This is an optimization exercise on Yosys and OpenROAD, whose aim is small area and a short achievable clock period, not a production implementation.
RTL that was checked went through simulation tests only; none was proved equivalent to the original.
No activity file was given, so power comes from the tool's default toggle rates. The flow treats the clock pin as an ideal source, which a real chip does not have.

Design bbox_top, start of the top module:
module bbox_top (
    input  logic          clk,
    input  logic          rst_n,
    input  logic [143:0]  tri_in,
    input  logic          tri_valid,
    input  logic          stall,
    input  logic [47:0]   screen,
    input  logic [3:0]    msaa,
    output logic [143:0]  tri_out,
    output logic [95:0]   box,
    output logic          box_valid
);
    localparam int W = bbox_pkg::COORD_W;
    logic [2:0]   keep_in;
    logic         v0;
    logic [143:0] t0;
    logic [45:0]  s0;
    logic [2:0]   k0;
    bbox_snap u_snap (
        .msaa (msaa),
        .keep (keep_in)
    );
    bbox_pipe #(.DW(144 + 46 + 3)) u_s0 (
        .clk     (clk),
        .rst_n   (rst_n),
        .stall   (stall),
        .valid_d (tri_valid & ~screen[W-1] & ~screen[2*W-1]),
        .data_d  ({tri_in, screen[W +: W-1], screen[0 +: W-1], keep_in}),
        .valid_q (v0),
        .data_q  ({t0, s0, k0})
    );
    function automatic logic [3*17-1:0] verts(input logic [143:0] t, input int ax);
        for (int v = 0; v < 3; v++) begin
            verts[v*17 +: 17] = t[(v*2+ax)*W+7 +: 17];
        end
    endfunction
    logic [5:0] min_sel_d, max_sel_d;
    for (genvar a = 0; a < 2; a++) begin : g_order
        logic [3*17-1:0] x;
        assign x = verts(t0, a);
        bbox_extent u_extent (
            .x       (x),
            .min_sel (min_sel_d[a*3 +: 3]),
            .max_sel (max_sel_d[a*3 +: 3])
        );
    end
    logic         v1;
    logic [143:0] t1;
    logic [45:0]  s1;
  ...
Size: about 620 flip-flops, roughly 23000 um2 of cells after synthesis.
clock: 7.5 ns
lec_check: 0
cap_margin: 20
core_margin: 2
core_utilization: 60
setup_slack_margin: 5.0
slew_margin: 20
standard.sh (not shown) runs the stock make flow with config.mk's settings and CLKGATE_MAP_FILE= SYNTH_SCRIPT=/design/flow/synth_recipe.tcl, a recipe that flattens the netlist after the stock synthesis.
==> flow/flow/run.sh <==
#!/bin/bash
cp standard.sh standard_sh.txt
export ADDER_MAP_FILE=
export BUFFER_PORTS_ARGS="-buffer_cell sky130_fd_sc_hd__buf_1"
export CTS_EXTRA="-sink_clustering_size 30 -sink_clustering_max_diameter 100"
export CTS_ARGS="-sink_clustering_enable -repair_clock_nets -dont_use_dummy_load -buf_list {sky130_fd_sc_hd__clkbuf_4 sky130_fd_sc_hd__clkbuf_8 sky130_fd_sc_hd__clkbuf_16} ${CTS_EXTRA:-}"
export PRE_RESIZE_TCL=$PWD/flow/pre_resize.tcl
bash standard.sh > standard.log 2>&1
==> flow/flow/pre_resize.tcl <==
# Limit fanout so repair_design builds buffer trees for wide nets (stall)
set_max_fanout 20 [current_design]
# Keep the output port buffers at their minimum size
set_dont_touch [get_cells output*]
The first run completed without violations.
==> next run, changes <==
==> flow/flow/pre_resize.tcl (replaced) <==
# Limit fanout so repair_design builds buffer trees for wide nets (stall)
set_max_fanout 20 [current_design]
Die area stays the same. Non-clock buffer count is unchanged. Worst setup slack gets worse by 0.028 ns. Combinational power came out higher by about 3%. Wire length increases by 0.31%. Total power is higher by 0.58%. Critical path depth shrinks by 3. Clock-buffer cell count does not change. Clock power barely changes. Utilization grows by 0.84 points.
Function was not checked in any run of this note: the RTL went through the layout flow alone.

* * *

run A:
Another version of the RTL of bbox_top (not shown whole).
For scale: about 1600 cells after synthesis, about 620 flip-flops, roughly 440 I/O pins, roughly 0.024 sq mm of cells after synthesis.
==> flow/config.mk <==
export PLATFORM = sky130hd
export DESIGN_NAME = bbox_top
export DESIGN_NICKNAME = bbox_top
export VERILOG_FILES = /design/flow/design.v
export SDC_FILE = /design/flow/constraint.sdc
export NUM_CORES = 4
export LEC_CHECK = 0
export CAP_MARGIN = 20
export CORE_MARGIN = 2
export CORE_UTILIZATION = 60
export SETUP_SLACK_MARGIN = 4.8
export SLEW_MARGIN = 20
==> flow/constraint.sdc <==
create_clock -name core_clock -period 7.5 [get_ports {clk}]
set_input_delay 1.5000 -clock core_clock [delete_from_list [all_inputs] [get_ports {clk}]]
set_output_delay 1.5000 -clock core_clock [all_outputs]
set_load 0.01 [all_outputs]
==> flow/flow/pre_resize.tcl <==
# Limit fanout so repair_design builds buffer trees for wide nets (stall)
set_max_fanout 20 [current_design]
# Keep the output port buffers at their minimum size
set_dont_touch [get_cells output*]
Scripts as last shown in full above: flow/flow/run.sh
> inputs changed (run A -> run B)
==> flow/flow/pre_resize.tcl <==
# Limit fanout so repair_design builds buffer trees for wide nets (stall)
set_max_fanout 20 [current_design]
-- flow/config.mk --
<<< run A, line 9
export CORE_MARGIN = 2
export CORE_UTILIZATION = 60
export SETUP_SLACK_MARGIN = 4.8
export SLEW_MARGIN = 20
>>> run B, line 9
export CORE_MARGIN = 2
export CORE_UTILIZATION = 40
export SETUP_SLACK_MARGIN = 4.7
export SLEW_MARGIN = 20
- Clock slew seen by the registers of the worst setup and hold paths essentially unchanged between run A and run B.
- | critical path depth | run B vs run A | 4 higher |
- Standard cell with the maximum stage delay on the critical path: sky130_fd_sc_hd__edfxtp_1 -> run A, sky130_fd_sc_hd__dlygate4sd2_1 -> run B
- [compare] base=run A new=run B: biggest cell delay along the critical path climbed 220 ps; core utilization shrank by 23 points; design area went up about 1.2%; final cell count now sits higher; clock power share rose 1.2 points.
- Compared to run A, run B has part of the power in combinational logic 0.3 points lower.
- Sequential power across run A and run B: no real change.
## Diff of input files: run C against run B
==> flow/flow/run.sh <==
#!/bin/bash
cp standard.sh standard_sh.txt
export ADDER_MAP_FILE=
export BUFFER_PORTS_ARGS="-buffer_cell sky130_fd_sc_hd__buf_1"
export CTS_ARGS="-sink_clustering_enable -repair_clock_nets -dont_use_dummy_load -buf_list {sky130_fd_sc_hd__clkbuf_4 sky130_fd_sc_hd__clkbuf_8 sky130_fd_sc_hd__clkbuf_16}"
bash standard.sh > standard.log 2>&1
-- flow/config.mk --
<<< run B, line 10
export CORE_UTILIZATION = 40
export SETUP_SLACK_MARGIN = 4.7
export SLEW_MARGIN = 20
>>> run C, line 10
export CORE_UTILIZATION = 40
export SLEW_MARGIN = 20
removed: flow/flow/pre_resize.tcl
==> comparison <==
First-pass GRT wire length was lower in run C than in run B. Looking at placement-stage worst setup slack, run C sits above run B. Looking at clock network fraction of total power, run C sits above run B. Delta (run C minus run B): via count of the first global-routing pass fell 369; final cell count fell about 0.46%; critical path depth fell 2; combinational cell fraction of total power fell 2.2 points; critical path arrival rose 560 ps. Against run B, run C comes in 28 ps higher on final worst hold slack. For the combinational power, run C came in 4.6% lower than run B did. met1 wire length was lower in run C than in run B.
Relative to run C, the following input files were edited for run D:
==> flow/flow/run.sh <==
#!/bin/bash
cp standard.sh standard_sh.txt
export ADDER_MAP_FILE=
export BUFFER_PORTS_ARGS="-buffer_cell sky130_fd_sc_hd__buf_1"
export CTS_EXTRA="-sink_clustering_size 30 -sink_clustering_max_diameter 100"
export CTS_ARGS="-sink_clustering_enable -repair_clock_nets -dont_use_dummy_load -buf_list {sky130_fd_sc_hd__clkbuf_4 sky130_fd_sc_hd__clkbuf_8 sky130_fd_sc_hd__clkbuf_16} ${CTS_EXTRA:-}"
export PRE_RESIZE_TCL=$PWD/flow/pre_resize.tcl
bash standard.sh > standard.log 2>&1
==> flow/flow/pre_resize.tcl (new file) <==
# Limit fanout so repair_design builds buffer trees for wide nets (stall)
set_max_fanout 60 [current_design]
# Keep the output port buffers at their minimum size
set_dont_touch [get_cells output*]
-- flow/config.mk --
<<< run C, line 9
export CORE_MARGIN = 2
export CORE_UTILIZATION = 40
export SLEW_MARGIN = 20
>>> run D, line 9
export CORE_MARGIN = 2
export CORE_UTILIZATION = 60
export SETUP_SLACK_MARGIN = 4.8
export SLEW_MARGIN = 20
Findings:
- Run D completed; timing, DRC and antenna clean
- Run C ended up with sky130_fd_sc_hd__clkinvlp_4 as its slowest cell on the critical path; run D ended up with sky130_fd_sc_hd__edfxtp_1.
- Against run C, run D reports a cell count after placement that is lower.
- Proportion of power drawn by the clock network: run D < run C
- Run D vs run C: die span in x down in run D
- NOTE area of all placed cells without fillers run C->run D decreased by a few percent
- Compared to run C, run D has initial cell density of the core 21 points higher.
- Compare run D and run C | arrival time at the worst endpoint lower: run D
- For run C, the source of the critical timing path was stall, unlike run D, where it was u_s2.data_q[158].
- ~same area used by multi-input combinational logic in run D and run C
- Area of the placeable core in run D is about 34% lower than in run C
> inputs changed (run D -> run E)
==> flow/flow/pre_resize.tcl <==
# Limit fanout so repair_design builds buffer trees for wide nets (stall)
set_max_fanout 20 [current_design]
-- flow/config.mk --
<<< run D, line 10
export CORE_UTILIZATION = 60
export SETUP_SLACK_MARGIN = 4.8
export SLEW_MARGIN = 20
>>> run E, line 10
export CORE_UTILIZATION = 60
export SETUP_SLACK_MARGIN = 5.0
export SLEW_MARGIN = 20
Findings:
Half-perimeter wire length of the detailed placement result, run D and run E: higher on run E
Comparing run D against run E, there is no change at all in post-synthesis average cell area.
NOTE internal power of the cells run D->run E increased slightly
The largest incremental delay on the critical path of run E and that of run D are within noise of each other.
Run E: portion of total power attributed to sequential cells lower than run D
Run D → run E: worst-case setup slack after placement moved down; power moved up; design area moved up; initial core utilization level.
Run E: maximum frequency higher than run D
Total wire length, run D and run E, higher one = run E.
Modified inputs, run F compared to run E
-- flow/config.mk --
<<< run E, line 7
export LEC_CHECK = 0
export CAP_MARGIN = 20
export CORE_MARGIN = 2
export CORE_UTILIZATION = 60
export SETUP_SLACK_MARGIN = 5.0
>>> run F, line 7
export LEC_CHECK = 0
export ABC_AREA = 1
export CAP_MARGIN = 20
export CORE_MARGIN = 2
export CORE_UTILIZATION = 40
export SETUP_SLACK_MARGIN = 5.0
Findings:
Note that the non-filler instance count after layout recorded for run E amounts to 0.77 times the value seen in run F.
Fraction of the cycle the final worst path needs | run F above run E
Stage delay of the slowest cell on the critical path: lower on run E
Die: run F bigger than run E

-- afterwards: timing with drivers on the ports --
In the flow no input, the clock included, has a driving cell. The finished layouts below were timed again as built, in two steps.
Step 1: set_driving_cell puts a clkbuf_16 on clk and a buf_2 on each other input, an assumption about the parent block.
Step 2 times the ports against the registers' clock, not the clock port: input delays grow and output delays shrink by t, the midpoint of the rising clock arrivals with the driver on.
Slacks: no drivers / after step 1 / after step 2; pairs: no drivers / after step 1.
| run | t (ns) | setup slack, ns | worst hold slack (ns) | clock arrival spread, ns | worst data-port slew with drivers (ns) |
|---|---|---|---|---|---|
| the first run of note 1 | 0.625 | 4.323 / 4.323 / 4.043 | 0.406 / 0.406 / 0.406 | 0.027 / 0.026 | 0.09 |
| the second run of note 1 | 0.625 | 4.294 / 4.294 / 4.041 | 0.405 / 0.405 / 0.405 | 0.024 / 0.024 | 0.10 |
| run A | 0.631 | 4.769 / 4.711 / 4.272 | 0.424 / 0.424 / 0.424 | 0.033 / 0.033 | 0.08 |
| run B | 0.633 | 4.743 / 4.707 / 4.145 | 0.375 / 0.375 / 0.375 | 0.094 / 0.093 | 0.10 |
| run C | 0.631 | 4.075 / 4.110 / 3.479 | 0.404 / 0.404 / 0.404 | 0.059 / 0.058 | 0.10 |
| run D | 0.627 | 4.748 / 4.692 / 4.307 | 0.416 / 0.416 / 0.416 | 0.056 / 0.056 | 0.09 |
| run E | 0.625 | 4.782 / 4.723 / 4.396 | 0.424 / 0.424 / 0.424 | 0.033 / 0.033 | 0.08 |
| run F | 0.643 | 4.747 / 4.693 / 4.293 | 0.394 / 0.394 / 0.394 | 0.057 / 0.057 | 0.13 |
After both steps setup and hold are still met in every run listed. The setup slack of run B, which loses most, moves by -0.036 ns with the drivers and by -0.598 ns with both steps.
